This design comes from an exercise in tuning for a short achievable clock period and few clock cycles on the open sky130 flow, not from production work. In this exercise RTL edits were held to simulation tests only and were not proved equivalent to the original. Power is estimated from default activity; no workload was simulated.

**flow/run.sh**
```bash
#!/bin/bash
# synth_recipe.tcl (not shown) runs the flow's synth.tcl, then flattens the netlist and writes it again
# the make line also repeats each setting of config.mk as NAME=value (left out here)
make -C /OpenROAD-flow-scripts/flow DESIGN_CONFIG=/design/flow/config.mk WORK_HOME=/design/flow/orfs CLKGATE_MAP_FILE= SYNTH_SCRIPT=/design/flow/synth_recipe.tcl finish
```
**flow/config.mk**
```make
export PLATFORM = sky130hd
export DESIGN_NAME = dlx_core
export DESIGN_NICKNAME = dlx_core
export VERILOG_FILES = /design/flow/design.v
export SDC_FILE = /design/flow/constraint.sdc
export NUM_CORES = 4
export LEC_CHECK = 0
export CAP_MARGIN = 20
export CORE_MARGIN = 2
export CORE_UTILIZATION = 35
export PLACE_DENSITY = 0.5
export SETUP_SLACK_MARGIN = 4.5
export SLEW_MARGIN = 20
export SYNTH_HIERARCHICAL = 1
export TNS_END_PERCENT = 100
```
**flow/constraint.sdc**
```tcl
create_clock -name core_clock -period 7.0 [get_ports {clk}]
set_input_delay 1.4000 -clock core_clock [delete_from_list [all_inputs] [get_ports {clk}]]
set_output_delay 1.4000 -clock core_clock [all_outputs]
set_load 0.01 [all_outputs]
```
**flow/design.v**
```verilog
`timescale 1ns/1ps
module dlx_add8c (
    input  logic [7:0] a,
    input  logic [7:0] b,
    output logic [7:0] s,
    output logic       co
);
    logic [9:0] t;
    assign t  = {1'b0, a, 1'b1} + {1'b0, b, 1'b1};
    assign s  = t[8:1];
    assign co = t[9];
endmodule
module dlx_ftgt (
    input  logic [21:0] h_m1,
    input  logic [21:0] h_0,
    input  logic [21:0] h_p1,
    input  logic [7:0]  t_lo,
    input  logic        sgn,
    input  logic        ct,
    output logic [29:0] tgt
);
    assign tgt = {ct ? (sgn ? h_0 : h_p1) : (sgn ? h_m1 : h_0), t_lo};
endmodule
module dlx_npc (
    input  logic [29:0] tgt,
    input  logic [29:0] other,
    input  logic        tk_z,        
    input  logic        tk_nz,       
    input  logic        z,
    output logic [29:0] n_pc
);
    logic [29:0] n_z;
    logic [29:0] n_nz;
    assign n_z  = tk_z  ? tgt : other;
    assign n_nz = tk_nz ? tgt : other;
    assign n_pc = z ? n_z : n_nz;
endmodule
module dlx_pcinc (
    input  logic [29:0] pc,
    output logic [29:0] pc4,
    output logic [21:0] h_m1,
    output logic [21:0] h_p1
);
    logic [8:0] lo;
    assign lo   = {1'b0, pc[7:0]} + 9'd1;
    assign h_m1 = pc[29:8] - 22'd1;
    assign h_p1 = pc[29:8] + 22'd1;
    assign pc4  = {lo[8] ? h_p1 : pc[29:8], lo[7:0]};
endmodule
module dlx_npc15 (
    input  logic [14:0] tgt,
    input  logic [14:0] other,
    input  logic        tk_z,
    input  logic        tk_nz,
    input  logic        z,
    output logic [14:0] n_pc
);
    logic [14:0] n_z;
    logic [14:0] n_nz;
    assign n_z  = tk_z  ? tgt : other;
    assign n_nz = tk_nz ? tgt : other;
    assign n_pc = z ? n_z : n_nz;
endmodule
module dlx_npc2 (
    input  logic [29:0] tgt_c0,
    input  logic [29:0] tgt_c1,
    input  logic        ct,
    input  logic [29:0] other,
    input  logic        tk_z,        
    input  logic        tk_nz,       
    output logic [29:0] n_z,
    output logic [29:0] n_nz
);
    logic [29:0] tgt;
    assign tgt  = ct ? tgt_c1 : tgt_c0;
    assign n_z  = tk_z  ? tgt : other;
    assign n_nz = tk_nz ? tgt : other;
endmodule
module dlx_hisel (
    input  logic [21:0] h_m1,
    input  logic [21:0] h_0,
    input  logic [21:0] h_p1,
    input  logic        sgn,
    output logic [21:0] hc0,
    output logic [21:0] hc1
);
    assign hc0 = sgn ? h_m1 : h_0;
    assign hc1 = sgn ? h_0 : h_p1;
endmodule
module dlx_pcsel (
    input  logic [29:0] a,
    input  logic [29:0] b,
    input  logic        s,
    output logic [29:0] q
);
    assign q = s ? a : b;
endmodule
module dlx_pcsel6 (
    input  logic [5:0] a,
    input  logic [5:0] b,
    input  logic       s,
    output logic [5:0] q
);
    assign q = s ? a : b;
endmodule
`timescale 1ns/1ps
module dlx_zero (
    input  logic [31:0] a,
    input  logic [31:0] b,
    input  logic        op_add,
    input  logic        op_eq,        
    input  logic        op_and,
    input  logic        op_or,
    output logic        z
);
    logic [31:0] x;
    logic [31:0] o;
    assign x = a ^ b;
    assign o = a | b;
    assign z = (op_add & (x == {o[30:0], 1'b0})) |
               (op_eq  & (x == 32'd0)) |
               (op_and & ((a & b) == 32'd0)) |
               (op_or  & (o == 32'd0));
endmodule
module dlx_zsel (
    input  logic rs1_zero,       
    input  logic e_hit,
    input  logic ez,
    input  logic m_hit,
    input  logic mz,
    input  logic rz,
    output logic z
);
    assign z = e_hit ? ez : (rs1_zero || (m_hit ? mz : rz));
endmodule
module dlx_fctl (
    input  logic [31:0] ins,
    input  logic        rst,
    input  logic        r_redir,
    input  logic        e_fwd,       
    input  logic        e_lw,
    input  logic [4:0]  e_rd,
    input  logic        ez_known,
    input  logic        m_ld,        
    input  logic [4:0]  m_rd,
    output logic        known,
    output logic        hold,        
    output logic        tk_z,
    output logic        tk_nz
);
    logic [5:0] op;
    logic       rtype;
    logic       alu_a;           
    logic       beqz;
    logic       bnez;
    logic       j;
    logic       hit_a;
    logic       hit_b;
    logic       stall;
    logic       early;
    logic       ok;
    assign op    = ins[31:26];
    assign rtype = (op == 6'h00);
    assign alu_a = rtype || (op == 6'h08) || (op == 6'h23) || (op == 6'h2b);
    assign beqz  = (op == 6'h04);
    assign bnez  = (op == 6'h05);
    assign j     = (op == 6'h02);
    assign hit_a = e_fwd && (e_rd == ins[25:21]);
    assign hit_b = e_fwd && (e_rd == ins[20:16]);
    assign stall = e_lw && ((hit_a && alu_a) || (hit_b && rtype));
    assign known = !(hit_a && !ez_known) &&
                   !(!hit_a && m_ld && (m_rd == ins[25:21]) && (ins[25:21] != 5'd0));
    assign early = j || (!known && ((beqz && ins[15]) || bnez));
    assign ok    = !rst && !r_redir && !stall;
    assign hold  = !rst && !r_redir && stall;
    assign tk_z  = ok && (early || (known && beqz));
    assign tk_nz = ok && (early || (known && bnez));
endmodule
`timescale 1ns/1ps
module dlx_add32 (
    input  logic [31:0] a,
    input  logic [31:0] b,
    input  logic        ci,
    output logic [31:0] s
);
    logic [32:0] t;
    assign t = {a, ci} + {b, ci};
    assign s = t[32:1];
endmodule
module dlx_slt (
    input  logic [31:0] a,
    input  logic [31:0] b,
    output logic        lt
);
    logic ge_lo;                 
    assign ge_lo = (a[30:0] >= b[30:0]);
    assign lt    = (a[31] ^ b[31]) ? a[31] : !ge_lo;
endmodule
module dlx_opmux (
    input  logic [31:0] s_n,
    input  logic [31:0] d_n,
    input  logic [31:0] l_n,
    input  logic [31:0] o_n,
    output logic [31:0] q
);
    assign q = ~(s_n & d_n & l_n & o_n);
endmodule
`timescale 1ns/1ps
module dlx_rdmux (
    input  logic [1023:0] words,
    input  logic [4:0]    idx,
    output logic [31:0]   q
);
    assign q = words[32*idx +: 32];
endmodule
module dlx_bitsel (
    input  logic [31:0] v,
    input  logic [4:0]  idx,
    output logic        q
);
    assign q = v[idx];
endmodule
`timescale 1ns/1ps
module dlx_core (
    input  logic        clk,
    input  logic        rst,
    input  logic [31:0] init_pc,
    output logic [31:0] i_addr,
    input  logic [31:0] instruction,
    output logic [31:0] mem_addr,
    output logic [31:0] mem_wr_data,
    output logic        mem_wr,
    input  logic [31:0] mem_rd_data,
    output logic        reg_wr,
    output logic [4:0]  rd,
    output logic [31:0] reg_wr_data
);
    logic [29:0] pc_a;           
    logic [29:0] pc_b;           
    logic        z_o0, z_o1, z_o2;       
    logic        z_o3_n, z_o4_n;         
    logic        z_i_n;          
    logic [29:0] pc_o;
    logic [29:0] pc_q;
    dlx_pcsel6 i_pc_o0 (.a(pc_a[5:0]),   .b(pc_b[5:0]),   .s(z_o0),   .q(pc_o[5:0]));
    dlx_pcsel6 i_pc_o1 (.a(pc_a[11:6]),  .b(pc_b[11:6]),  .s(z_o1),   .q(pc_o[11:6]));
    dlx_pcsel6 i_pc_o2 (.a(pc_a[17:12]), .b(pc_b[17:12]), .s(z_o2),   .q(pc_o[17:12]));
    dlx_pcsel6 i_pc_o3 (.a(pc_b[23:18]), .b(pc_a[23:18]), .s(z_o3_n), .q(pc_o[23:18]));
    dlx_pcsel6 i_pc_o4 (.a(pc_b[29:24]), .b(pc_a[29:24]), .s(z_o4_n), .q(pc_o[29:24]));
    dlx_pcsel  i_pc_i   (.a(pc_b), .b(pc_a), .s(z_i_n), .q(pc_q));
    logic        e_valid;
    logic        e_wr;           
    logic [4:0]  e_rd;
    logic        e_lw;
    logic        e_sw;
    logic        e_br;           
    logic        e_bnez;
    logic        e_pred;         
    logic        e_j;            
    logic        e_long;         
    logic        e_a_ld;         
    logic        e_s_ld;         
    logic        e_s_fwd;        
    logic        e_r_add;        
    logic        e_r_sub;
    logic        e_r_and;
    logic        e_r_or;
    logic        e_r_xor;
    logic        e_r_slt;
    logic [31:0] r_oa_n;         
    logic [31:0] r_ob_n;
    logic [31:0] r_os_n;         
    logic [29:0] e_pc4;          
    logic [29:0] e_off;          
    logic        r_redir;
    logic [29:0] r_tgt;
    logic        m_valid;
    logic        m_wr;
    logic        m_lw;
    logic [4:0]  m_rd;
    logic        m_ez;           
    logic [31:0] xa_s, xa_d, xa_l;    
    logic [31:0] xb_s, xb_d, xb_l;    
    logic [31:0] xm_s, xm_d, xm_l;
    logic [31:0] regs [1:31];
    logic [31:0] zr;             
    logic [31:0] m_val;
    logic        m_zero;
    logic        m_wb;
    assign i_addr = {pc_o, 2'b00};
    logic [31:0] m_res;
    assign m_res  = xm_s | xm_d | xm_l;
    assign m_val  = m_lw ? mem_rd_data : m_res;
    assign m_zero = m_lw ? (mem_rd_data == 32'd0) : m_ez;
    assign m_wb   = m_valid && m_wr;
    always_ff @(posedge clk) begin
        if (rst) begin
            reg_wr      <= 1'b0;
            rd          <= '0;
            reg_wr_data <= '0;
        end else begin
            reg_wr      <= m_wb;
            rd          <= m_rd;
            reg_wr_data <= m_val;
        end
    end
    logic [31:1] m_we;
    always_ff @(posedge clk) begin
        if (rst) begin
            zr <= '1;
        end else begin
            for (int i = 1; i < 32; i++) begin
                if (m_we[i]) zr[i] <= m_zero;
            end
        end
    end
    always_ff @(posedge clk) begin
        if (rst) begin
            for (int i = 1; i < 32; i++) regs[i] <= '0;
        end else begin
            for (int i = 1; i < 32; i++) begin
                if (m_we[i]) regs[i] <= m_val;
            end
        end
    end
    logic [31:0] st_d;
    logic        a_zero;
    logic        taken;
    logic        redirect;
    logic [31:0] sum;
    logic [31:0] sum_m;
    logic [31:0] diff;
    logic [31:0] lg;
    logic        slt;
    logic [31:0] a1, a2, a3, a4;
    logic [31:0] b1, b2, b3, b4;
    logic [31:0] st;
    dlx_opmux i_a1 (.s_n(xa_s), .d_n(xa_d), .l_n(xa_l), .o_n(r_oa_n), .q(a1));
    dlx_opmux i_a2 (.s_n(xa_s), .d_n(xa_d), .l_n(xa_l), .o_n(r_oa_n), .q(a2));
    dlx_opmux i_a3 (.s_n(xa_s), .d_n(xa_d), .l_n(xa_l), .o_n(r_oa_n), .q(a3));
    dlx_opmux i_a4 (.s_n(xa_s), .d_n(xa_d), .l_n(xa_l), .o_n(r_oa_n), .q(a4));
    dlx_opmux i_b1 (.s_n(xb_s), .d_n(xb_d), .l_n(xb_l), .o_n(r_ob_n), .q(b1));
    dlx_opmux i_b2 (.s_n(xb_s), .d_n(xb_d), .l_n(xb_l), .o_n(r_ob_n), .q(b2));
    dlx_opmux i_b3 (.s_n(xb_s), .d_n(xb_d), .l_n(xb_l), .o_n(r_ob_n), .q(b3));
    dlx_opmux i_b4 (.s_n(xb_s), .d_n(xb_d), .l_n(xb_l), .o_n(r_ob_n), .q(b4));
    assign st = e_s_fwd ? m_res : ~r_os_n;
    assign st_d = e_s_ld ? mem_rd_data : st;
    assign a_zero   = e_a_ld ? (mem_rd_data == 32'd0) : (a3 == 32'd0);
    assign taken    = e_bnez ^ a_zero;
    logic act_taken;
    assign act_taken = e_j || (e_br && taken);
    assign redirect  = e_valid && !r_redir &&
                       (e_long ? (act_taken || e_pred) : (e_br && (taken != e_pred)));
    always_ff @(posedge clk) begin
        if (rst) begin
            r_redir <= 1'b0;
            r_tgt   <= '0;
        end else begin
            r_redir <= redirect;
            r_tgt   <= act_taken ? (e_pc4 + e_off) : e_pc4;
        end
    end
    dlx_add32 i_add   (.a(a1), .b(b1),  .ci(1'b0), .s(sum));
    dlx_add32 i_add_m (.a(a2), .b(b2),  .ci(1'b0), .s(sum_m));
    dlx_add32 i_sub   (.a(a3), .b(~b3), .ci(1'b1), .s(diff));
    dlx_slt   i_slt   (.a(a4), .b(b4), .lt(slt));
    assign lg = ({32{e_r_and}} & (a4 & b4)) |
                ({32{e_r_or}}  & (a4 | b4)) |
                ({32{e_r_xor}} & (a4 ^ b4)) |
                {31'd0, e_r_slt & slt};
    logic        ez;
    logic        ez_known;       
    logic        ez_full;
    dlx_zero i_ez (.a(a4), .b(b4), .op_add(e_r_add), .op_eq(e_r_sub | e_r_xor),
                   .op_and(e_r_and), .op_or(e_r_or), .z(ez));
    assign ez_known = !e_lw && !e_r_slt;
    assign ez_full  = e_r_slt ? !slt : ez;
    logic n_as, n_ad, n_al;
    logic n_bs, n_bd, n_bl;
    logic n_ms, n_md, n_ml;
    always_ff @(posedge clk) begin
        xa_s <= ~(sum  & {32{n_as}});
        xa_d <= ~(diff & {32{n_ad}});
        xa_l <= ~(lg   & {32{n_al}});
        xb_s <= ~(sum  & {32{n_bs}});
        xb_d <= ~(diff & {32{n_bd}});
        xb_l <= ~(lg   & {32{n_bl}});
        xm_s <= sum  & {32{n_ms}};
        xm_d <= diff & {32{n_md}};
        xm_l <= lg   & {32{n_ml}};
    end
    always_ff @(posedge clk) begin
        for (int i = 1; i < 32; i++) begin
            m_we[i] <= !rst && e_valid && !r_redir && e_wr && (e_rd == 5'(i));
        end
    end
    always_ff @(posedge clk) begin
        if (rst) begin
            m_valid     <= 1'b0;
            m_wr        <= 1'b0;
            m_lw        <= 1'b0;
            m_rd        <= '0;
            m_ez        <= 1'b1;
            mem_addr    <= '0;
            mem_wr_data <= '0;
            mem_wr      <= 1'b0;
        end else begin
            m_valid     <= e_valid && !r_redir;
            m_wr        <= e_wr;
            m_lw        <= e_lw;
            m_rd        <= e_rd;
            m_ez        <= ez_full;
            mem_addr    <= sum_m;
            mem_wr_data <= st_d;
            mem_wr      <= e_valid && e_sw && !r_redir;
        end
    end
    logic [5:0]  f_op;
    logic [5:0]  f_fn;
    logic [4:0]  f_rs1;
    logic [4:0]  f_rs2;
    logic [4:0]  f_rd;
    logic        f_rtype;
    logic        f_addi;
    logic        f_lw;
    logic        f_sw;
    logic        f_beqz;
    logic        f_bnez;
    logic        f_j;
    logic        f_wr;
    logic        f_e_hit;
    logic        f_known;
    logic        f_zero;
    logic        f_take;
    logic        f_stall;
    logic [31:0] f_bus_a;
    logic [31:0] f_bus_b;
    logic [31:0] f_imm;
    logic [29:0] f_pc4;
    assign f_op  = instruction[31:26];
    assign f_fn  = instruction[5:0];
    assign f_rs1 = instruction[25:21];
    assign f_rs2 = instruction[20:16];
    assign f_rtype = (f_op == 6'h00);
    assign f_addi  = (f_op == 6'h08);
    assign f_lw    = (f_op == 6'h23);
    assign f_sw    = (f_op == 6'h2b);
    assign f_beqz  = (f_op == 6'h04);
    assign f_bnez  = (f_op == 6'h05);
    assign f_j     = (f_op == 6'h02);
    assign f_rd    = f_rtype ? instruction[15:11] : f_rs2;
    assign f_wr    = (f_rtype || f_addi || f_lw) && (f_rd != 5'd0);
    assign f_imm   = {{16{instruction[15]}}, instruction[15:0]};
    logic [1023:0] words;
    logic [31:0]   rd_a;
    logic [31:0]   rd_b;
    always_comb begin
        words[31:0] = '0;
        for (int i = 1; i < 32; i++) words[32*i +: 32] = regs[i];
    end
    dlx_rdmux i_rd_a (.words(words), .idx(f_rs1), .q(rd_a));
    dlx_rdmux i_rd_b (.words(words), .idx(f_rs2), .q(rd_b));
    assign f_bus_a = (m_wb && (m_rd == f_rs1) && (f_rs1 != 5'd0)) ? m_val : rd_a;
    assign f_bus_b = (m_wb && (m_rd == f_rs2) && (f_rs2 != 5'd0)) ? m_val : rd_b;
    logic e_fwd;
    logic fa_ld;
    logic fa_alu;
    logic fb_ld;
    logic fb_alu;
    assign e_fwd  = e_valid && e_wr;
    assign fa_ld  = e_fwd &&  e_lw && (e_rd == f_rs1);
    assign fa_alu = e_fwd && !e_lw && (e_rd == f_rs1);
    assign fb_ld  = e_fwd &&  e_lw && (e_rd == f_rs2);
    assign fb_alu = e_fwd && !e_lw && (e_rd == f_rs2);
    assign f_stall = (fa_ld && (f_rtype || f_addi || f_lw || f_sw)) ||
                     (fb_ld && f_rtype);
    logic        f_zo;
    logic        f_m_hit;
    logic        f_zr;
    dlx_bitsel i_zr (.v(zr), .idx(f_rs1), .q(f_zr));
    assign f_m_hit = m_wb && (m_rd == f_rs1);
    assign f_zo    = (f_rs1 == 5'd0) || (f_m_hit ? m_zero : f_zr);
    assign f_e_hit = e_fwd && (e_rd == f_rs1);
    assign f_zero  = f_e_hit ? ez : f_zo;
    logic f_tk_early;
    assign f_tk_early = f_j || (!f_known && ((f_beqz && instruction[15]) || f_bnez));
    assign f_take = f_tk_early || (f_known && (f_zero ? f_beqz : f_bnez));
    logic [21:0] h_0;
    logic [21:0] h_m1;
    logic [21:0] h_p1;
    logic [7:0]  t_lo;
    logic        ct;
    logic        f_short;
    logic        f_fast;         
    assign h_0    = pc_q[29:8];
    dlx_pcinc i_pcinc (.pc(pc_q), .pc4(f_pc4), .h_m1(h_m1), .h_p1(h_p1));
    logic [7:0] t_lo_a;
    logic [7:0] t_lo_b;
    logic       ct_a;
    logic       ct_b;
    dlx_add8c i_tlo_a (.a(pc_a[7:0]), .b(instruction[9:2]), .s(t_lo_a), .co(ct_a));
    dlx_add8c i_tlo_b (.a(pc_b[7:0]), .b(instruction[9:2]), .s(t_lo_b), .co(ct_b));
    assign t_lo = z_i_n ? t_lo_b : t_lo_a;
    assign ct   = z_i_n ? ct_b : ct_a;
    assign f_short = f_j ? ((instruction[25:9] == 17'h1ffff) || (instruction[25:9] == 17'h0))
                         : ((instruction[15:9] == 7'h7f) || (instruction[15:9] == 7'h0));
    assign f_fast  = f_take;
    logic        tk_z;
    logic        tk_nz;
    logic        z;
    logic [29:0] n_other;
    logic [29:0] n_z;
    logic [29:0] n_nz;
    logic        f_hold;
    logic [29:0] n_base;
    assign n_base  = rst ? init_pc[31:2] : (r_redir ? r_tgt : f_pc4);
    assign n_other = f_hold ? pc_q : n_base;
    dlx_fctl i_fctl (.ins(instruction), .rst(rst), .r_redir(r_redir), .e_fwd(e_fwd),
                     .e_lw(e_lw), .e_rd(e_rd), .ez_known(ez_known), .m_ld(m_wb && m_lw),
                     .m_rd(m_rd), .known(f_known), .hold(f_hold), .tk_z(tk_z),
                     .tk_nz(tk_nz));
    dlx_zsel i_z (.rs1_zero(f_rs1 == 5'd0), .e_hit(f_e_hit), .ez(ez),
                  .m_hit(f_m_hit), .mz(m_ez), .rz(f_zr), .z(z));
    logic [21:0] hc0;
    logic [21:0] hc1;
    dlx_hisel i_hisel (.h_m1(h_m1), .h_0(h_0), .h_p1(h_p1), .sgn(instruction[9]),
                       .hc0(hc0), .hc1(hc1));
    dlx_npc2 i_npc (.tgt_c0({hc0, t_lo}), .tgt_c1({hc1, t_lo}), .ct(ct), .other(n_other),
                    .tk_z(tk_z), .tk_nz(tk_nz), .n_z(n_z), .n_nz(n_nz));
    always_ff @(posedge clk) begin
        pc_a   <= n_z;
        pc_b   <= n_nz;
        z_o0   <= z;
        z_o1   <= !rst && z;
        z_o2   <= rst || z;
        z_o3_n <= !rst && !z;
        z_o4_n <= rst || !z;
        z_i_n  <= !z;
    end
    logic e_lgop;
    assign e_lgop = e_r_and || e_r_or || e_r_xor || e_r_slt;
    assign n_as = !rst && fa_alu && e_r_add;
    assign n_ad = !rst && fa_alu && e_r_sub;
    assign n_al = !rst && fa_alu && e_lgop;
    assign n_bs = !rst && f_rtype && fb_alu && e_r_add;
    assign n_bd = !rst && f_rtype && fb_alu && e_r_sub;
    assign n_bl = !rst && f_rtype && fb_alu && e_lgop;
    assign n_ms = !rst && e_r_add;
    assign n_md = !rst && e_r_sub;
    assign n_ml = !rst && e_lgop;
    always_ff @(posedge clk) begin
        if (rst) begin
            e_valid <= 1'b0;
            e_wr    <= 1'b0;
            e_rd    <= '0;
            e_lw    <= 1'b0;
            e_sw    <= 1'b0;
            e_br    <= 1'b0;
            e_bnez  <= 1'b0;
            e_pred  <= 1'b0;
            e_j     <= 1'b0;
            e_long  <= 1'b0;
            e_a_ld  <= 1'b0;
            e_s_ld  <= 1'b0;
            e_s_fwd <= 1'b0;
            e_r_add <= 1'b0;
            e_r_sub <= 1'b0;
            e_r_and <= 1'b0;
            e_r_or  <= 1'b0;
            e_r_xor <= 1'b0;
            e_r_slt <= 1'b0;
            r_oa_n  <= '1;
            r_ob_n  <= '1;
            r_os_n  <= '1;
            e_pc4   <= '0;
            e_off   <= '0;
        end else begin
            e_valid <= !r_redir && !f_stall;
            e_wr    <= f_wr;
            e_rd    <= f_rd;
            e_lw    <= f_lw;
            e_sw    <= f_sw;
            e_br    <= (f_beqz || f_bnez) && !(f_known && f_short);
            e_j     <= f_j;
            e_long  <= (f_j || f_beqz || f_bnez) && !f_short;
            e_bnez  <= f_bnez;
            e_pred  <= f_fast;
            e_a_ld  <= fa_ld;
            e_s_ld  <= fb_ld;
            e_s_fwd <= fb_alu;
            e_r_sub <= f_rtype && (f_fn == 6'h22);
            e_r_and <= f_rtype && (f_fn == 6'h24);
            e_r_or  <= f_rtype && (f_fn == 6'h25);
            e_r_xor <= f_rtype && (f_fn == 6'h26);
            e_r_slt <= f_rtype && (f_fn == 6'h2a);
            e_r_add <= !(f_rtype && (f_fn == 6'h22 || f_fn == 6'h24 || f_fn == 6'h25 ||
                                     f_fn == 6'h26 || f_fn == 6'h2a));
            r_oa_n  <= ~(fa_alu ? 32'd0 : f_bus_a);
            r_ob_n  <= ~(!f_rtype ? f_imm : (fb_alu ? 32'd0 : f_bus_b));
            r_os_n  <= ~(fb_alu ? 32'd0 : f_bus_b);
            e_pc4   <= f_pc4;
            e_off   <= f_j ? {{6{instruction[25]}}, instruction[25:2]}
                           : {{16{instruction[15]}}, instruction[15:2]};
        end
    end
endmodule
```
==> reports/qor.yml, run 1 <==
floorplanning:
  start_util_pct: 35.2
  die_h_um: 521
  pin_count: 233
  fp.dieW_um: 521
  dieArea_um2: 271000
  coreArea_um2: 266000
  rows: 189
route:
  wl_per_cell_um: 27.6
  num_vias: 82800
  finalWirelength_um: 404000
  drt_iter0_markers: 7344
  dr.pass1.iters: 8
  viasPerCell: 5.66
  drc: 0
  ant_nets: 0
global_routing:
  grt_pass1_vias: 79600
  grt_pass1_wl_um: 557000
  antenna_found_initial: 22
  grt_overflow: 0
  grtUsageTotal_pct: 27.8
  grt_start_max_net_pins: 169
final_layout:
  areaGrowthSynthToFinish_pct: 30.8
  final_area_um2: 122000
  regMostFlops: "regs"
  nets: 11300
  finalNonFillerCells: 14600
  fillerInstances: 24600
  largest_register_ffs: 992
  final_layout_size_suffix_gt1_share_pct: 24.6
synthesis:
  synth_commonest_cells: "mux2i_1, dfxtp_1, nor2_1"
  avgSynthCellArea_um2: 9.08
  yosysWarningCount: 8
  synth_edf_count: 0
  yosys.cell_count.top_type: "mux2i_1"
  syn_inst: 10300
  synthArstFlopShare_pct: 0
  ys_ff_latch: 1724
  yosysSeqAreaShare_pct: 36.9
  yosysUniqueCellTypes: 99
  synth_top_area_share_pct: 36.9
  synth_ff_type: "dfxtp_1"
  syn_area_um2: 93500
  synthTopCellsByArea: "dfxtp_1, mux2i_1, nor2_1"
  synth_top_area_cell: "dfxtp_1"
timing:
  fin_crit_sh_pct: 46.6
  finalClockSkew_ns: 0.0691
  fmax_ghz: 0.306
  period_needed_ns: 3.26
  rsz0062_at_grt: "yes"
  slew_headroom_pct: 19.9
  worst_pin_slew_ns: 1.20
  finalHoldViolCount: 0
  setup_violations: 0
  tns_ns: 0
  drv_slew: 0
setup_path:
  r2r_end: "xm_s[29]"
  reg2reg_from: "r_oa_n[3]"
  cp_top_family: "flip-flops"
  cp_slowest_stage_delay_ns: 0.41
  crit_top_cell: "buf_6"
  start_kind: "flip-flop"
  crit_path_end_kind: "output port"
  crit_cells: 3
  cp.arrival_ns: 1.86
  worst-path-buf-inv: 2
  critPathKind: "reg -> out"
  cp_max_fo: 5
  cp-endpoint: "i_addr[30]"
  ff2ff_setup_slack_ns: 3.80
  path_cells: "buf_6 -> mux2_4 -> buf_6"
  worstPathRequired_ns: 5.60
  r2r_cells: 16
  critPathLaunch: "z_o4_n"
  critPathSlowestCell: "dfxtp_4"
clock_tree:
  cts_hold_buf: 0
  clk_latency_ns: 0.90
  numCtsBuffers: 199
  cts_buffer_depth: 3
  cts_tree: "done"
  cts_root_buf: "clkbuf_16"
  cts_htree_levels: 4
  cts.sinks: 1724
  clkSlewWorstSetupHoldPaths_ns: 0.06
power_and_ir_drop:
  p_per_area_nw_per_um2: 222
  seqPwrFrac_pct: 37.5
  pwr-share-comb_pct: 21.2
  switching_share_pct: 29.4
  irDropWorstVdd_v: 0.000297
  leakagePower_nw: 49.4
  power_mw: 27.1
  clkPwrFrac_pct: 41.3
  intPower_mw: 19.2
  power_switching_mw: 7.98
place:
  place_inst: 13500
  postPlaceCellArea_um2: 98500
  gp_congestion: 0.970
  post-dp-hpwl_um: 218000
  io_buffers: 228
status:
  status: "timing/DRC/antenna clean"
hold_path:
  hp-class: "reg -> reg"
job:
  cap_violations: 0
## per-module statistics from Yosys (local to each module, per instance), a selection
module | cells | flops+latches | copies in the design | cell area [um2]
dlx_core | 6009 | 1724 | 1 | 61000
dlx_rdmux | 1158 | 0 | 2 | 8890
dlx_add32 | 241 | 0 | 3 | 1740
dlx_zero | 208 | 0 | 1 | 1610
dlx_pcinc | 200 | 0 | 1 | 1420
dlx_npc2 | 168 | 0 | 1 | 957
dlx_pcsel | 33 | 0 | 1 | 484
dlx_add8c | 47 | 0 | 2 | 354
dlx_bitsel | 41 | 0 | 1 | 325
dlx_opmux | 32 | 0 | 8 | 200
dlx_zsel | 4 | 0 | 1 | 25.0
## power groups by stage
stage / Clock, mW / Sequential, mW / Combinational (mW)
floorplan: 0 / 10.3 / 2.76
global placement: 0 / 10.4 / 3.92
detailed placement: 0 / 10.4 / 3.94
CTS: 11.4 / 10.2 / 5.24
global route: 11.8 / 10.2 / 6.03
finish: 11.2 / 10.2 / 5.77
## cells in the final DEF, fill, tap and decap left out, types with 49 or more instances in the layout
cell	instances
a21o_1	61
a21oi_1	425
a21oi_2	57
a22o_1	141
a22oi_1	222
and2_1	92
buf_12	127
buf_16	87
buf_4	438
buf_6	293
clkbuf_16	221
clkbuf_8	55
conb_1	73
dfxtp_1	1574
dfxtp_2	124
ha_1	229
ha_4	49
inv_1	233
mux2_2	54
mux2_4	142
mux2i_1	2114
nand2_1	522
nand2_2	121
nand3_1	190
nand4_1	318
nor2_1	1331
nor2b_1	123
nor3_1	65
o21ai_0	65
or3_1	51
xnor2_1	88
xor2_1	83
## logic make-up after synthesis
logic type / synth area share, %
AND/OR/NAND/NOR: 16.1
multiplexers: 25.8
flip-flops: 36.9
AO/OA/AOI/OAI: 9.52
buffers and inverters: 5.21
adder cells (fa/ha/maj): 4.15
XOR/XNOR: 2.34
other: 0.00803
## layer usage
metal  up-vias  share of wire, %  GRT usage (%)  routed length (um)
met5         -             0.017              0                  69
met4        10               5.8           13.9               23300
met3       936               6.7           4.22               27100
met2      3313                46           45.8              186000
met1     41100                41           35.3              167000
li1      37500                 -              -                   -
## stage by stage
| stage | setup slack, ns | hold slack [ns] | util (%) |
|---|---|---|---|
| 2_1_floorplan | 3.68 | 0.429 | - |
| 3_3_place_gp | 1.59 | 0.443 | 37.1 |
| 3_5_place_dp | 1.61 | 0.448 | 37.1 |
| 4_1_cts | 3.69 | 0.465 | 44.3 |
| 5_1_grt | 3.70 | 0.486 | 46.1 |
| 6_report | 3.74 | 0.465 | 46.1 |
## worst reg2reg max path: cells and delay by family (launching register included)
family                     cells  cell delay [ns]
AOI/OAI and AO/OA              5             0.98
and+or+nand+nor                3             0.49
buffers and inverters          6             0.76
xor gates and xnor gates       1             0.19
DFF                            1             0.43
adders and majority gates      1             0.27
## worst min path at each step
stage          depth (start not counted)  slack [ns]      to    from
2_1_floorplan                          1        0.43    m_wr    e_wr
3_3_place_gp                           2        0.44  zr[15]  zr[15]
3_5_place_dp                           2        0.45  zr[30]  zr[30]
4_1_cts                                2        0.47  zr[30]  zr[30]
5_1_grt                                1        0.49    m_wr    e_wr
6_report                               2        0.46  zr[17]  zr[17]
## area by class of cell
type	instances	area, um2	area share, %
multi-input cells	7606	61000	49.9
flip-flops and latches	1724	34800	28.4
repair buffers	1138	14100	11.5
clock buffers	286	5880	4.80
well taps	3533	4420	3.61
clock inverters	78	1170	0.960
inverters	246	960	0.784
diodes	11	27.5	0.0225
## what timing repair did
action                     4_1_cts  5_1_grt
resized for setup             1948      674
setup buffers                  506      169
gates cloned                    90       25
setup endpoints to repair     1010      891
pin swaps                      453      343
Testbench counts, summed over its fixed seeds: cycles 26,170.
==> inputs of run 2 (changes only) <==
--- a/flow/config.mk
+++ b/flow/config.mk
@@ -9,7 +9,7 @@
 export CORE_MARGIN = 2
 export CORE_UTILIZATION = 35
 export PLACE_DENSITY = 0.5
-export SETUP_SLACK_MARGIN = 4.5
+export SETUP_SLACK_MARGIN = 4.1
 export SLEW_MARGIN = 20
 export SYNTH_HIERARCHICAL = 1
 export TNS_END_PERCENT = 100
==> run 2 against run 1 <==
  * Worst setup slack worse by 0.0094 ns
  * Global-route usage down 1.8 points
  * Final area down 6.8%
  * Largest cell class unchanged
  * Clock power about the same
  * Sequential share of layout area up 2.0 points
  * Largest power group unchanged
  * First-iteration DRC count down 5.5%
  * Total power down 4.2%
  * Still clean
  * Register-to-register slack better by 0.07 ns
  * Sequential power about the same
==> reports/qor.yml, run 2 <==
power_and_ir_drop:
  irDropWorstVdd_v: 0.000254  # -14%
  p_per_area_nw_per_um2: 228  # +2.8%
  leakagePower_nw: 45.7  # -7.3%
  power_mw: 26.0  # -4.2%
timing:
  slew_headroom_pct: 21.5  # +1.6 points
  tns_ns: 0  # unchanged
  rsz0062_at_grt: "yes"
  finalClockSkew_ns: 0.0359  # -0.0332 ns
  period_needed_ns: 3.27  # +0.00941 ns
  drv_slew: 0  # unchanged
  finalHoldViolCount: 0  # unchanged
  fmax_ghz: 0.305  # -0.29%
  fin_crit_sh_pct: 46.8  # +0.13 points
  worst_pin_slew_ns: 1.18  # -0.0234 ns
  setup_violations: 0  # unchanged
setup_path:
  start_kind: "flip-flop"
  r2r_end: "xm_d[29]"
  ff2ff_setup_slack_ns: 3.87  # +0.07 ns
  cp_max_fo: 4  # -1
  r2r_cells: 13  # -3
  crit_path_end_kind: "output port"
  critPathKind: "reg -> out"
  cp.arrival_ns: 1.87  # about the same
  reg2reg_from: "r_oa_n[0]"
  worstPathRequired_ns: 5.60  # about the same
status:
  status: "timing/DRC/antenna clean"
route:
  ant_nets: 0  # unchanged
  dr.pass1.iters: 6  # -2
  finalWirelength_um: 374000  # -7.2%
  wl_per_cell_um: 26.1  # -5.3%
  drt_iter0_markers: 6943  # -5.5%
  drc: 0  # unchanged
  num_vias: 80300  # -3.0%
  viasPerCell: 5.61  # -1.0%
hold_path:
  hp-class: "reg -> reg"
  min_path_cells: 2  # unchanged
  whs_endpoint: "r_tgt[21]"
  hp-start: "e_pc4[21]"
synthesis:
  syn_area_um2: 93500  # unchanged
  yosys.cell_count.top_type: "mux2i_1"
  yosysUniqueCellTypes: 99  # unchanged
  yosysWarningCount: 8  # unchanged
  ys_ff_latch: 1724  # unchanged
  synth_commonest_cells: "mux2i_1, dfxtp_1, nor2_1"
  synth_edf_count: 0  # unchanged
  synth_top_area_share_pct: 36.9  # unchanged
  synthArstFlopShare_pct: 0  # unchanged
  yosysSeqAreaShare_pct: 36.9  # unchanged
  synthTopCellsByArea: "dfxtp_1, mux2i_1, nor2_1"
  synth_top_area_cell: "dfxtp_1"
  avgSynthCellArea_um2: 9.08  # unchanged
  synth_ff_type: "dfxtp_1"
  syn_inst: 10300  # unchanged
clock_tree:
  cts_hold_buf: 0  # unchanged
  cts_root_buf: "clkbuf_16"
  clkSlewWorstSetupHoldPaths_ns: 0.06  # about the same
  cts.sinks: 1724  # unchanged
  cts_buffer_depth: 3  # unchanged
  cts_htree_levels: 4  # unchanged
  numCtsBuffers: 200  # +0.50%
  clk_latency_ns: 0.87  # -0.03 ns
  cts_tree: "done"
global_routing:
  grt_overflow: 0  # unchanged
  antenna_found_initial: 24  # +9.1%
  grt_start_max_net_pins: 221  # +31%
  grt_pass1_vias: 76700  # -3.6%
  grt_pass1_wl_um: 529000  # -5.0%
  grtUsageTotal_pct: 26.0  # -1.8 points
final_layout:
  layout_commonest_cell: "mux2i_1"
  final_layout_size_suffix_gt1_share_pct: 16.8  # -7.8 points
  regMostFlops: "regs"
  most-common-layout-cells: "mux2i_1, dfxtp_1, nor2_1"
  areaGrowthSynthToFinish_pct: 21.9
  fillerInstances: 25600  # +3.9%
  nets: 11000  # -2.7%
  largest_register_ffs: 992  # unchanged
place:
  post-dp-hpwl_um: 217000  # -0.33%
  gp_congestion: 0.953  # -1.7%
  io_buffers: 228  # unchanged
floorplanning:
  dieArea_um2: 271000  # unchanged
  pin_count: 233  # unchanged
  coreArea_um2: 266000  # unchanged
  rows: 189  # unchanged
  start_util_pct: 35.2  # unchanged
  die_h_um: 521  # unchanged
  fp.dieW_um: 521  # unchanged
job:
  cap_violations: 0  # unchanged
==> run 2: repair_timing <==
item                                    CTS  global route
pin swaps                               180           192
cloned                                   38            15
endpoints found under the setup margin  879           678
resized for setup                       901           370
buffers inserted                        288           142
==> run 2: logic make-up after synthesis <==
group,after synthesis,share of synthesized area [%]
flip-flops,1724,36.9
multiplexers,2351,25.8
buffers and inverters,1059,5.21
other,2,0.00803
AND/OR/NAND/NOR,3241,16.1
adder cells (fa/ha/maj),307,4.15
AO/OA/AOI/OAI,1365,9.52
XOR/XNOR,249,2.34
==> run 2: critical path, cell delays in order, from the launching register on <==
cell	delay [ns]
dfxtp_4	0.41
buf_4	0.14
mux2_4	0.30
buf_2	0.15
==> run 2: layout make-up <==
class	instances	area, um2	share of cell area (%)
antenna	9	22.5	0.0198
sequential	1724	34700	30.4
tap	3533	4420	3.88
multi-input combinational	7600	57900	50.8
clock buffer	312	5960	5.23
timing repair buffer	840	9220	8.09
clock inverter	60	896	0.786
inverter	246	938	0.823
==> run 2: through the flow <==
| step | instance area (um2) | worst slack (ns) | std cells | util (%) | hold WS (ns) |
|---|---|---|---|---|---|
| after floorplan | 94400 | 3.68 | 10400 | - | 0.429 |
| after global placement | 98400 | 1.68 | 13500 | 37.1 | 0.438 |
| after detailed placement | 98400 | 1.67 | 13500 | 37.1 | 0.454 |
| after CTS | 111000 | 3.69 | 14200 | 41.8 | 0.463 |
| after global routing | 114000 | 3.68 | 14300 | 42.9 | 0.487 |
| final | 114000 | 3.73 | 14300 | 42.9 | 0.460 |
==> run 2: worst max-delay path by stage <==
stage,startpoint,end,slack [ns],cells after the start
global route,z_o4_n,i_addr[31],3.68,3
global placement,instruction[18],r_ob_n[3],1.68,10
detailed placement,instruction[18],r_ob_n[3],1.67,10
finish,z_o4_n,i_addr[29],3.73,3
CTS,z_o4_n,i_addr[29],3.69,3
floorplan,instruction[2],pc_a[0],3.68,13
==> run 2: per-layer routing <==
layer / track usage (%) / up-vias / share of wire (%)
met5: 0 / - / 0.013
met4: 9.44 / 8 / 3.9
met3: 4.01 / 705 / 6.7
met2: 42.0 / 2924 / 45
met1: 35.0 / 39800 / 44
li1: - / 36900 / -
==> run 2: per-module statistics from Yosys (local to each module, per instance), a selection <==
module,cell area [um2],flip-flops and latches,times used,cells
dlx_add32,1740,0,3,241
dlx_add8c,354,0,2,47
dlx_bitsel,325,0,1,41
dlx_core,61000,1724,1,6009
dlx_fctl,362,0,1,50
dlx_hisel,737,0,1,49
dlx_npc2,957,0,1,168
dlx_opmux,200,0,8,32
dlx_pcinc,1420,0,1,200
dlx_pcsel6,101,0,5,7
dlx_rdmux,8890,0,2,1158
dlx_slt,787,0,1,112
dlx_zero,1610,0,1,208
dlx_zsel,25.0,0,1,4
==> run 2: where the power goes <==
part           leakage (nW)  internal (mW)  total, mW  switching [mW]
Combinational          28.4           2.05       4.89            2.84
Sequential             14.0           10.0       10.2           0.166
Clock                  3.34           6.47       10.9            4.47
==> inputs of run 3 (changes only) <==
--- a/flow/config.mk
+++ b/flow/config.mk
@@ -7,9 +7,9 @@
 export LEC_CHECK = 0
 export CAP_MARGIN = 20
 export CORE_MARGIN = 2
-export CORE_UTILIZATION = 35
-export PLACE_DENSITY = 0.5
-export SETUP_SLACK_MARGIN = 4.1
+export CORE_UTILIZATION = 45
+export PLACE_DENSITY = 0.6
+export SETUP_SLACK_MARGIN = 4.5
 export SLEW_MARGIN = 20
 export SYNTH_HIERARCHICAL = 1
 export TNS_END_PERCENT = 100
==> run 3 against run 2 <==
  * First-iteration DRC count rose by 31%
  * Critical path type unchanged
  * Global-route usage rose by 7.5 points
  * Register-to-register slack got worse by 0.04 ns
  * Clock power barely moved
  * Worst hold slack improved by 0.0036 ns
  * Clock skew fell by 0.0034 ns
  * Critical endpoint is now i_addr[28]
  * Cell count fell by 3.1%
  * Synthesized cell count did not move
==> reports/qor.yml, run 3 <==
job:
  cap_violations: 0  # unchanged
route:
  viasPerCell: 6.08  # +8.4%
  drc: 0  # unchanged
  dr.pass1.iters: 6  # unchanged
  num_vias: 84400  # +5.1%
  finalWirelength_um: 380000  # +1.5%
  ant_nets: 0  # unchanged
  wl_per_cell_um: 27.4  # +4.8%
  drt_iter0_markers: 9062  # +31%
global_routing:
  grtUsageTotal_pct: 33.5  # +7.5 points
  grt_pass1_vias: 80100  # +4.5%
  antenna_found_initial: 16  # -33%
  grt_start_max_net_pins: 222  # +0.45%
  grt_pass1_wl_um: 532000  # +0.57%
  grt_overflow: 0  # unchanged
floorplanning:
  fp.dieW_um: 460  # -12%
  dieArea_um2: 212000  # -22%
  coreArea_um2: 207000  # -22%
  start_util_pct: 45.2  # +10 points
  die_h_um: 460  # -12%
  rows: 167  # -12%
  pin_count: 233  # unchanged
setup_path:
  reg2reg_from: "xb_s[0]"
  worstPathRequired_ns: 5.60  # about the same
  start_kind: "flip-flop"
  critPathSlowestCell: "dfxtp_4"
  cp.arrival_ns: 1.84  # -0.03 ns
  critPathKind: "reg -> out"
  r2r_cells: 14  # +1
  ff2ff_setup_slack_ns: 3.83  # -0.04 ns
  cp_slowest_stage_delay_ns: 0.42  # about the same
  cp_max_fo: 5  # +1
  path_cells: "buf_6 -> mux2_4 -> buf_6"
  crit_path_end_kind: "output port"
  r2r_end: "xm_s[29]"
  crit_top_cell: "buf_6"
final_layout:
  most-common-layout-cells: "mux2i_1, dfxtp_1, nor2_1"
  final_layout_size_suffix_gt1_share_pct: 26.5  # +9.8 points
  ff_latch_area_um2: 34800  # +0.42%
  areaGrowthSynthToFinish_pct: 31.0
  layout_commonest_cell: "mux2i_1"
  largest_register_ffs: 992  # unchanged
  nets: 11400  # +3.6%
  fillerInstances: 17200  # -33%
  multi_input_area_um2: 62000  # +7.2%
  regMostFlops: "regs"
timing:
  drv_slew: 0  # unchanged
  period_needed_ns: 3.24  # -0.0334 ns
  fin_crit_sh_pct: 46.3  # -0.48 points
  finalClockSkew_ns: 0.0325  # -0.00343 ns
  finalHoldViolCount: 0  # unchanged
  slew_headroom_pct: 17.4  # -4.1 points
  tns_ns: 0  # unchanged
  worst_pin_slew_ns: 1.24  # +0.0617 ns
  setup_violations: 0  # unchanged
  fmax_ghz: 0.309  # +1.0%
  rsz0062_at_grt: "yes"
hold_path:
  min_path_cells: 2  # unchanged
  hp-start: "zr[18]"
  whs_endpoint: "zr[18]"
  hp-class: "reg -> reg"
synthesis:
  yosysUniqueCellTypes: 99  # unchanged
  synth_top_area_cell: "dfxtp_1"
  syn_inst: 10300  # unchanged
  synth_ff_type: "dfxtp_1"
  synth_commonest_cells: "mux2i_1, dfxtp_1, nor2_1"
  ys_ff_latch: 1724  # unchanged
  yosys.cell_count.top_type: "mux2i_1"
  avgSynthCellArea_um2: 9.08  # unchanged
  synthArstFlopShare_pct: 0  # unchanged
  yosysWarningCount: 8  # unchanged
  synth_top_area_share_pct: 36.9  # unchanged
  synthTopCellsByArea: "dfxtp_1, mux2i_1, nor2_1"
  yosysSeqAreaShare_pct: 36.9  # unchanged
  synth_edf_count: 0  # unchanged
  syn_area_um2: 93500  # unchanged
clock_tree:
  cts.sinks: 1724  # unchanged
  cts_htree_levels: 4  # unchanged
  numCtsBuffers: 192  # -4.0%
  cts_buffer_depth: 3  # unchanged
  clk_latency_ns: 0.89  # +0.02 ns
  cts_tree: "done"
  cts_root_buf: "clkbuf_16"
  clkSlewWorstSetupHoldPaths_ns: 0.06  # about the same
power_and_ir_drop:
  irDropWorstVdd_v: 0.000294  # +16%
  power_mw: 26.6  # +2.4%
  p_per_area_nw_per_um2: 217  # -4.7%
  leakagePower_nw: 49.8  # +8.8%
status:
  status: "timing/DRC/antenna clean"
place:
  io_buffers: 228  # unchanged
  gp_congestion: 0.971  # +1.9%
  post-dp-hpwl_um: 208000  # -4.1%
-- run 3: metrics by stage --
| step | hold WS [ns] | setup slack (ns) | area [um2] | cells | util (%) |
|---|---|---|---|---|---|
| 6_report | 0.463 | 3.76 | 123000 | 13900 | 59.2 |
| 5_1_grt | 0.476 | 3.72 | 122000 | 13900 | 59.2 |
| 4_1_cts | 0.466 | 3.73 | 117000 | 13700 | 56.8 |
| 3_5_place_dp | 0.450 | 1.55 | 97500 | 12600 | 47.2 |
| 3_3_place_gp | 0.443 | 1.60 | 97500 | 12600 | 47.2 |
| 2_1_floorplan | 0.429 | 3.68 | 94900 | 10400 | - |
-- run 3: report_power, final --
part / total [mW] / internal, mW / leakage, nW / switching, mW
registers: 10.2 / 10.0 / 14.0 / 0.156
clock network: 10.7 / 6.23 / 3.28 / 4.44
logic: 5.80 / 2.59 / 32.5 / 3.22
total: 26.6 / 18.8 / 49.8 / 7.81
-- run 3: layout make-up --
type | instances | share of cell area (%)
inverter | 246 | 0.770
sequential | 1724 | 28.4
timing repair buffer | 1234 | 11.9
tap | 2704 | 2.76
clock buffer | 278 | 4.62
clock inverter | 77 | 0.818
antenna | 10 | 0.0204
multi-input combinational | 7607 | 50.6
-- run 3: how the worst max path moves through the flow --
stage | startpoint | end | slack (ns) | cells past startpoint
after floorplan | instruction[2] | pc_a[0] | 3.68 | 13
after global placement | instruction[16] | r_ob_n[27] | 1.60 | 11
after detailed placement | instruction[16] | r_ob_n[27] | 1.55 | 11
after CTS | z_o4_n | i_addr[28] | 3.73 | 3
after global routing | r_oa_n[8] | xm_d[29] | 3.72 | 14
final | z_o4_n | i_addr[28] | 3.76 | 3
-- run 3: what timing repair did --
| item | in CTS | in global routing |
|---|---|---|
| cloned | 83 | 29 |
| pin swaps | 558 | 455 |
| buffers inserted | 593 | 172 |
| resized for setup | 2169 | 726 |
| endpoints found under the setup margin | 1150 | 1028 |
| hold buffers | 0 | 0 |
-- run 3: routing by layer --
layer | vias to the layer above | track usage [%] | part of all wire [%]
met4 | 10 | 19.8 | 7.1
met3 | 1117 | 6.04 | 8.1
li1 | 37700 | - | -
met1 | 41400 | 41.9 | 40
met5 | - | 0 | 0.016
met2 | 4119 | 53.8 | 45
-- run 3: kinds of logic (layout without fill, tap and decap cells) --
logic type	count (synthesis)	count (layout)	share of synthesized area [%]
other	2	83	0.00803
XOR/XNOR	249	249	2.34
AO/OA/AOI/OAI	1365	1369	9.52
buffers and inverters	1059	1835	5.21
adder cells (fa/ha/maj)	307	307	4.15
flip-flops	1724	1724	36.9
multiplexers	2351	2355	25.8
AND/OR/NAND/NOR	3241	3254	16.1
-- run 3: per-module statistics from Yosys (local to each module, per instance), excerpt --
module      cells inside  copies in the design  cell area [um2]  flip-flops and latches
dlx_add8c             47                     2              354                       0
dlx_fctl              50                     1              362                       0
dlx_core            6009                     1            61000                    1724
dlx_pcsel             33                     1              484                       0
dlx_pcsel6             7                     5              101                       0
dlx_npc2             168                     1              957                       0
dlx_rdmux           1158                     2             8890                       0
dlx_bitsel            41                     1              325                       0
dlx_opmux             32                     8              200                       0
dlx_hisel             49                     1              737                       0
dlx_zero             208                     1             1610                       0
dlx_add32            241                     3             1740                       0
dlx_pcinc            200                     1             1420                       0
-- run 3: worst max-delay path, delay by kind of cell, from the launching register on --
kind / cells / cell delay [ns]
flip-flops: 1 / 0.42
multiplexers: 1 / 0.30
buffers and inverters: 2 / 0.25
==> inputs of run 4 (changes only) <==
--- a/flow/config.mk
+++ b/flow/config.mk
@@ -7,8 +7,8 @@
 export LEC_CHECK = 0
 export CAP_MARGIN = 20
 export CORE_MARGIN = 2
-export CORE_UTILIZATION = 45
-export PLACE_DENSITY = 0.6
+export CORE_UTILIZATION = 55
+export PLACE_DENSITY = 0.7
 export SETUP_SLACK_MARGIN = 4.5
 export SLEW_MARGIN = 20
 export SYNTH_HIERARCHICAL = 1
==> run 4 against run 3 <==
  * Flip-flop and latch count unchanged
  * Total power down 0.49%
  * Worst hold slack worse by 0.0035 ns
  * First-iteration DRC count grew 28%
  * Largest cell class unchanged
  * Combinational power increased by 4.5%
  * Still clean
  * Clock-buffer cell count down 11
  * Register-to-register slack worse by 0.05 ns
==> reports/qor.yml, run 4 <==
status:
  status: "timing/DRC/antenna clean"
route:
  wl_per_cell_um: 28.9  # +5.7%
  drt_iter0_markers: 11600  # +28%
  num_vias: 88700  # +5.2%
  ant_nets: 0  # unchanged
  drc: 0  # unchanged
  finalWirelength_um: 388000  # +2.2%
  viasPerCell: 6.61  # +8.8%
  dr.pass1.iters: 10  # +4
synthesis:
  synth_ff_type: "dfxtp_1"
  synth_top_area_cell: "dfxtp_1"
  synthTopCellsByArea: "dfxtp_1, mux2i_1, nor2_1"
  yosys.area_share.adder_pct: 4.15  # unchanged
  syn_inst: 10300  # unchanged
  avgSynthCellArea_um2: 9.08  # unchanged
  syn_area_um2: 93500  # unchanged
  synth_edf_count: 0  # unchanged
  synth_commonest_cells: "mux2i_1, dfxtp_1, nor2_1"
  yosysUniqueCellTypes: 99  # unchanged
  synth-simple-area-share_pct: 16.1  # unchanged
  synth_top_area_share_pct: 36.9  # unchanged
  synth_xor_xnor_area_share_pct: 2.34  # unchanged
  ys_ff_latch: 1724  # unchanged
  yosysWarningCount: 8  # unchanged
  synth_compound_area_share_pct: 9.52  # unchanged
  synth.area.mux_share_pct: 25.8  # unchanged
  yosys.cell_count.top_type: "mux2i_1"
  yosysSeqAreaShare_pct: 36.9  # unchanged
  synth_top_family_by_area: "multiplexers"
  synthArstFlopShare_pct: 0  # unchanged
floorplanning:
  fp.dieW_um: 416  # -9.5%
  rows: 151  # -9.6%
  die_h_um: 416  # -9.5%
  dieArea_um2: 173000  # -18%
  start_util_pct: 55.3  # +10 points
  coreArea_um2: 169000  # -18%
  pin_count: 233  # unchanged
power_and_ir_drop:
  pwr-share-comb_pct: 22.9  # +1.1 points
  irDropWorstVdd_v: 0.000253  # -14%
  intPower_mw: 18.6  # -1.2%
  switching_share_pct: 29.8  # +0.52 points
  leakagePower_nw: 49.7  # -0.14%
  p_per_area_nw_per_um2: 217  # -0.17%
  seqPwrFrac_pct: 38.4  # +0.2 points
  power_switching_mw: 7.91  # +1.3%
  clkPwrFrac_pct: 38.7  # -1.3 points
clock_tree:
  numCtsBuffers: 186  # -3.1%
  cts.sinks: 1724  # unchanged
  cts_buffer_depth: 3  # unchanged
  clk_latency_ns: 0.87  # -0.02 ns
  cts_htree_levels: 4  # unchanged
  clkSlewWorstSetupHoldPaths_ns: 0.07  # about the same
  cts_root_buf: "clkbuf_16"
  cts_tree: "done"
final_layout:
  nets: 11400  # +0.24%
  fin_util_pct: 72.2  # +13 points
  final_layout_size_suffix_gt1_share_pct: 26.2  # -0.33 points
  regMostFlops: "regs"
  most-common-layout-cells: "mux2i_1, dfxtp_1, nor2_1"
  final_area_um2: 122000  # -0.33%
  areaGrowthSynthToFinish_pct: 30.5
  layout_commonest_cell: "mux2i_1"
  fillerInstances: 11300  # -34%
  largest_register_ffs: 992  # unchanged
global_routing:
  grt_overflow: 0  # unchanged
  antenna_found_initial: 29  # +13
  grt_pass1_vias: 82900  # +3.5%
  grt_pass1_wl_um: 527000  # -1.0%
  grt_start_max_net_pins: 107  # -52%
  grtUsageTotal_pct: 40.0  # +6.5 points
timing:
  setup_violations: 0  # unchanged
  slew_headroom_pct: 26.3  # +8.9 points
  finalHoldViolCount: 0  # unchanged
  worst_pin_slew_ns: 1.11  # -0.134 ns
  rsz0062_at_grt: "yes"
  fin_crit_sh_pct: 46.6  # +0.32 points
  fmax_ghz: 0.307  # -0.68%
  period_needed_ns: 3.26  # +0.0222 ns
  drv_slew: 0  # unchanged
  finalClockSkew_ns: 0.0280  # -0.00450 ns
  tns_ns: 0  # unchanged
  worst_slack_ns: 3.74  # -0.0222 ns
place:
  post-dp-hpwl_um: 201000  # -3.6%
  gp_congestion: 0.963  # -0.82%
  postPlaceCellArea_um2: 96700  # -0.81%
  dp_slack_ns: 1.70  # +0.159 ns
  io_buffers: 228  # unchanged
setup_path:
  crit_path_end_kind: "output port"
  cp.arrival_ns: 1.86  # +0.02 ns
  start_kind: "flip-flop"
  critPathKind: "reg -> out"
  cp_max_fo: 4  # -1
  reg2reg_from: "z_i_n"
  critPathLaunch: "z_o4_n"
  worstPathRequired_ns: 5.60  # about the same
hold_path:
  hp-start: "e_long"
  hp-class: "reg -> reg"
job:
  cap_violations: 0  # unchanged
[run 4: cell counts after synthesis]
No cell type changed its count.
[run 4: worst paths after layout]
path           endpoint  slack, ns  depth (start not counted)
max          i_addr[31]       3.74                          3
min             r_redir       0.46                          2
max reg2reg    pc_a[29]       3.78                         14
min reg2reg     r_redir       0.46                          2
[run 4: area by class of cell]
type | count | area, um2 | area share, %
multi-input cells | 7607 | 61700 | 50.5
repair buffers | 1267 | 15500 | 12.7
well taps | 2218 | 2780 | 2.27
diodes | 22 | 55.1 | 0.0451
flip-flops and latches | 1724 | 34800 | 28.5
clock buffers | 267 | 5440 | 4.46
clock inverters | 68 | 843 | 0.691
inverters | 246 | 948 | 0.777
[run 4: metrics by stage]
| step | std cells | power [mW] | hold WS, ns |
|---|---|---|---|
| after floorplan | 10400 | 13.1 | 0.429 |
| after global placement | 12100 | 14.1 | 0.441 |
| after detailed placement | 12100 | 14.2 | 0.445 |
| after CTS | 13100 | 25.5 | 0.462 |
| after global routing | 13400 | 27.1 | 0.473 |
| final | 13400 | 26.5 | 0.460 |
[run 4: logic make-up after synthesis]
kind of cell / after synthesis
other: 2
DFF: 1724
xor gates and xnor gates: 249
buffers and inverters: 1059
and+or+nand+nor: 3241
muxes: 2351
adders and majority gates: 307
AOI/OAI and AO/OA: 1365
[run 4: critical path: stages, from the launching register on]
cell and delay, ns:
dfxtp_4 0.40, buf_4 0.14, mux2_4 0.32, buf_6 0.14
[run 4: modules after synthesis, one instance, submodules excluded, excerpt]
| module | cells inside | cell area (um2) | copies in the design |
|---|---|---|---|
| dlx_rdmux | 1158 | 8890 | 2 |
| dlx_opmux | 32 | 200 | 8 |
| dlx_npc2 | 168 | 957 | 1 |
| dlx_zsel | 4 | 25.0 | 1 |
| dlx_zero | 208 | 1610 | 1 |
| dlx_core | 6009 | 61000 | 1 |
| dlx_bitsel | 41 | 325 | 1 |
| dlx_pcsel6 | 7 | 101 | 5 |
| dlx_fctl | 50 | 362 | 1 |
| dlx_add32 | 241 | 1740 | 3 |
| dlx_slt | 112 | 787 | 1 |
[run 4: what timing repair did]
| item | in CTS | in global routing |
|---|---|---|
| pin swaps | 510 | 464 |
| buffers inserted | 561 | 221 |
| hold buffers | 0 | 0 |
| cloned | 108 | 38 |
| gates resized for setup | 2080 | 772 |
| setup endpoints to repair | 1302 | 791 |
[run 4: routing by layer]
layer | vias to the layer above | global-route usage [%] | share of wire (%)
li1 | 37800 | - | -
met3 | 2081 | 8.55 | 11
met1 | 42700 | 48.7 | 36
met2 | 6150 | 62.9 | 44
met4 | 16 | 27.8 | 9.3
met5 | - | 0 | 0.033
[run 4: power groups by stage]
stage | clock network, mW | registers (mW) | logic, mW
floorplan | 0 | 10.3 | 2.76
global placement | 0 | 10.4 | 3.77
detailed placement | 0 | 10.4 | 3.81
CTS | 10.2 | 10.2 | 5.09
global route | 10.6 | 10.2 | 6.23
finish | 10.3 | 10.2 | 6.06
==> inputs of run 5 (changes only) <==
--- a/flow/design.v
+++ b/flow/design.v
@@ -103,6 +103,14 @@
 );
     assign q = s ? a : b;
 endmodule
+module dlx_pcsel3 (
+    input  logic [2:0] a,
+    input  logic [2:0] b,
+    input  logic       s,
+    output logic [2:0] q
+);
+    assign q = s ? a : b;
+endmodule
 `timescale 1ns/1ps
 module dlx_zero (
     input  logic [31:0] a,
@@ -237,16 +245,19 @@
 );
     logic [29:0] pc_a;           
     logic [29:0] pc_b;           
-    logic        z_o0, z_o1, z_o2;       
-    logic        z_o3_n, z_o4_n;         
+    logic [6:0]  z_o;            
+    logic [9:7]  z_o_n;          
     logic        z_i_n;          
     logic [29:0] pc_o;
     logic [29:0] pc_q;
-    dlx_pcsel6 i_pc_o0 (.a(pc_a[5:0]),   .b(pc_b[5:0]),   .s(z_o0),   .q(pc_o[5:0]));
-    dlx_pcsel6 i_pc_o1 (.a(pc_a[11:6]),  .b(pc_b[11:6]),  .s(z_o1),   .q(pc_o[11:6]));
-    dlx_pcsel6 i_pc_o2 (.a(pc_a[17:12]), .b(pc_b[17:12]), .s(z_o2),   .q(pc_o[17:12]));
-    dlx_pcsel6 i_pc_o3 (.a(pc_b[23:18]), .b(pc_a[23:18]), .s(z_o3_n), .q(pc_o[23:18]));
-    dlx_pcsel6 i_pc_o4 (.a(pc_b[29:24]), .b(pc_a[29:24]), .s(z_o4_n), .q(pc_o[29:24]));
+    for (genvar k = 0; k < 7; k++) begin : g_pco
+        dlx_pcsel3 i_pc_o (.a(pc_a[3*k +: 3]), .b(pc_b[3*k +: 3]), .s(z_o[k]),
+                           .q(pc_o[3*k +: 3]));
+    end
+    for (genvar k = 7; k < 10; k++) begin : g_pco_n
+        dlx_pcsel3 i_pc_o (.a(pc_b[3*k +: 3]), .b(pc_a[3*k +: 3]), .s(z_o_n[k]),
+                           .q(pc_o[3*k +: 3]));
+    end
     dlx_pcsel  i_pc_i   (.a(pc_b), .b(pc_a), .s(z_i_n), .q(pc_q));
     logic        e_valid;
     logic        e_wr;           
@@ -530,11 +541,16 @@
     always_ff @(posedge clk) begin
         pc_a   <= n_z;
         pc_b   <= n_nz;
-        z_o0   <= z;
-        z_o1   <= !rst && z;
-        z_o2   <= rst || z;
-        z_o3_n <= !rst && !z;
-        z_o4_n <= rst || !z;
+        z_o[0]   <= z;
+        z_o[1]   <= !rst && z;
+        z_o[2]   <= rst || z;
+        z_o[3]   <= !r_redir && z;
+        z_o[4]   <= r_redir || z;
+        z_o[5]   <= !f_hold && z;
+        z_o[6]   <= f_hold || z;
+        z_o_n[7] <= !rst && !z;
+        z_o_n[8] <= rst || !z;
+        z_o_n[9] <= !r_redir && !z;
         z_i_n  <= !z;
     end
     logic e_lgop;
--- a/flow/config.mk
+++ b/flow/config.mk
@@ -7,8 +7,8 @@
 export LEC_CHECK = 0
 export CAP_MARGIN = 20
 export CORE_MARGIN = 2
-export CORE_UTILIZATION = 55
-export PLACE_DENSITY = 0.7
+export CORE_UTILIZATION = 45
+export PLACE_DENSITY = 0.6
 export SETUP_SLACK_MARGIN = 4.5
 export SLEW_MARGIN = 20
 export SYNTH_HIERARCHICAL = 1
==> run 5 against run 4 <==
  * Largest cell class unchanged
  * Utilization fell by 12 points
  * Critical path depth increased by 10
  * Worst hold slack barely moved
  * Total power grew 1.8%
  * Via count shrank 3.0%
  * Register-to-register slack hardly changed
  * Critical path type is now reg -> reg
==> reports/qor.yml, run 5 <==
timing:
  worst_pin_slew_ns: 1.19  # +0.0882 ns
  slew_headroom_pct: 20.4  # -5.9 points
  finalClockSkew_ns: 0.0547  # +0.0267 ns
  drv_slew: 0  # unchanged
  fin_crit_sh_pct: 46.0  # -0.57 points
  tns_ns: 0  # unchanged
setup_path:
  worstPathRequired_ns: 7.79  # +2.19 ns
  r2r_end: "xm_s[29]"
  start_kind: "flip-flop"
  reg2reg_from: "r_oa_n[0]"
  r2r_cells: 13  # -1
  critPathKind: "reg -> reg"
  cp.arrival_ns: 4.01  # +2.15 ns
  ff2ff_setup_slack_ns: 3.78  # about the same
power_and_ir_drop:
  leakagePower_nw: 50.3  # +1.1%
  seqPwrFrac_pct: 37.9  # -0.5 points
  p_per_area_nw_per_um2: 218  # +0.47%
  pwr-share-comb_pct: 21.9  # -1.0 points
  clkPwrFrac_pct: 40.2  # +1.5 points
  irDropWorstVdd_v: 0.000288  # +14%
  intPower_mw: 19.0  # +2.4%
  switching_share_pct: 29.4  # -0.40 points
floorplanning:
  dieArea_um2: 211000  # +22%
  die_h_um: 460  # +10%
  start_util_pct: 45.2  # -10 points
  rows: 167  # +11%
  fp.dieW_um: 460  # +10%
  coreArea_um2: 207000  # +22%
clock_tree:
  clkSlewWorstSetupHoldPaths_ns: 0.07  # about the same
  cts_root_buf: "clkbuf_16"
  cts_htree_levels: 4  # unchanged
  cts.sinks: 1729  # +0.29%
  clk_latency_ns: 0.88  # about the same
hold_path:
  whs_endpoint: "r_redir"
  hp-start: "e_long"
  hp-class: "reg -> reg"
global_routing:
  grt_pass1_wl_um: 548000  # +4.0%
  grt_overflow: 0  # unchanged
  grt_start_max_net_pins: 118  # +10%
  antenna_found_initial: 20  # -31%
route:
  ant_nets: 0  # unchanged
  wl_per_cell_um: 29.1  # +0.38%
  dr.pass1.iters: 6  # -4
  num_vias: 86100  # -3.0%
synthesis:
  synth.area.mux_share_pct: 25.6  # -0.23 points
  synth_compound_area_share_pct: 9.69  # +0.17 points
  synth_ff_type: "dfxtp_1"
  synthTopCellsByArea: "dfxtp_1, mux2i_1, nor2_1"
  ys_ff_latch: 1729  # +0.29%
  synth_top_family_by_area: "multiplexers"
  synth_top_area_share_pct: 37.0  # +0.15 points
  synth_xor_xnor_area_share_pct: 2.33  # -0.0056 points
  yosysWarningCount: 8  # unchanged
  yosysSeqAreaShare_pct: 37.0  # +0.15 points
  synth-simple-area-share_pct: 16.0  # -0.026 points
  syn_inst: 10300  # unchanged
  synth_top_area_cell: "dfxtp_1"
  syn_area_um2: 93400  # -0.11%
  yosysUniqueCellTypes: 106  # +7.1%
final_layout:
  fillerInstances: 16800  # +48%
  final_layout_size_suffix_gt1_share_pct: 26.0  # -0.19 points
  layout_commonest_cell: "mux2i_1"
  regMostFlops: "regs"
  final_area_um2: 124000  # +1.3%
  finalNonFillerCells: 13900  # +3.5%
place:
  io_buffers: 228  # unchanged
  place_inst: 12600  # +4.0%
  postPlaceCellArea_um2: 97300  # +0.62%
  gp_congestion: 0.992  # +3.0%
status:
  status: "timing/DRC/antenna clean"
job:
  cap_violations: 0  # unchanged
-- run 5: critical path, stage by stage, from the launching register on --
cell	delay, ns
dfxtp_4	0.45
buf_6	0.13
nand4_1	0.14
fa_2	0.40
a21o_1	0.24
a221oi_4	0.42
o31ai_4	0.10
buf_12	0.14
nor3b_4	0.18
buf_6	0.17
o22ai_4	0.09
a211oi_2	0.25
xnor2_2	0.21
and2_1	0.17
-- run 5: cell families after synthesis --
family,Yosys count
AO/OA/AOI/OAI,1380
multiplexers,2338
AND/OR/NAND/NOR,3241
adder cells (fa/ha/maj),307
XOR/XNOR,249
flip-flops,1729
buffers and inverters,1052
other,2
-- run 5: worst max path at each step --
| stage | from | to | slack (ns) | cells after the start |
|---|---|---|---|---|
| detailed placement | instruction[16] | r_ob_n[5] | 1.78 | 9 |
| floorplan | instruction[2] | pc_a[0] | 3.68 | 13 |
| global placement | instruction[18] | r_ob_n[14] | 1.79 | 10 |
| CTS | r_oa_n[0] | xm_d[29] | 3.82 | 12 |
| finish | r_oa_n[0] | xm_s[29] | 3.78 | 13 |
| global route | r_oa_n[0] | xb_d[25] | 3.73 | 12 |
-- run 5: cell type report --
| class | count | area (um2) | area share, % |
|---|---|---|---|
| Clock inverter | 74 | 1140 | 0.919 |
| Timing Repair Buffer | 1248 | 16200 | 13.1 |
| Antenna cell | 9 | 22.5 | 0.0182 |
| Multi-Input combinational cell | 7601 | 61400 | 49.7 |
| Sequential cell | 1729 | 34900 | 28.2 |
| Clock buffer | 278 | 5600 | 4.53 |
| Timing Repair inverter | 3 | 52.6 | 0.0425 |
| Tap cell | 2704 | 3380 | 2.74 |
| Inverter | 245 | 966 | 0.781 |
-- run 5: per-layer routing --
metal	routed length, um	track usage, %
met1	156000	44.1
met3	38200	6.08
met2	177000	55.0
met5	56	0
met4	32500	21.5
-- run 5: Yosys stat by module (local to each module, per instance), excerpt --
module	times used	cells	flops+latches	area, um2
dlx_pcsel3	10	3	0	33.8
dlx_slt	1	112	0	787
dlx_add8c	2	47	0	354
dlx_bitsel	1	41	0	325
dlx_add32	3	241	0	1740
dlx_pcinc	1	200	0	1420
dlx_rdmux	2	1158	0	8890
dlx_hisel	1	49	0	737
dlx_core	1	6014	1729	61100
dlx_npc2	1	168	0	957
-- run 5: what timing repair did --
action                                  4_1_cts  5_1_grt
hold buffers                                  0        0
pin swaps                                   486      510
setup buffers                               537      200
cloned                                      117       51
resized for setup                          2080      832
endpoints found under the setup margin     1415      920
-- run 5: power groups by stage --
stage                     sequential, mW  clock (mW)  combinational (mW)
after floorplan                     10.4           0                2.72
after global placement              10.4           0                3.81
after detailed placement            10.4           0                3.84
after CTS                           10.2        10.9                5.14
after global routing                10.2        11.3                6.13
final                               10.2        10.8                5.90
-- run 5: per-stage QoR --
| step | util (%) | setup slack [ns] | power [mW] | hold slack (ns) |
|---|---|---|---|---|
| after floorplan | - | 3.68 | 13.1 | 0.429 |
| after global placement | 47.1 | 1.79 | 14.2 | 0.439 |
| after detailed placement | 47.1 | 1.78 | 14.3 | 0.449 |
| after CTS | 56.8 | 3.82 | 26.2 | 0.457 |
| after global routing | 59.8 | 3.73 | 27.7 | 0.487 |
| final | 59.9 | 3.78 | 27.0 | 0.459 |
Testbench counts of run 5, summed over its fixed seeds: cycles 26,170.

Re-timed with assumed drivers on the ports (clkbuf_16 on the clock, buf_2 on other inputs), run 5 has 3.777 ns of setup slack against 3.777 ns with ideal ports, and 2.946 ns once port delays also move by the mid clock arrival of 0.956 ns.
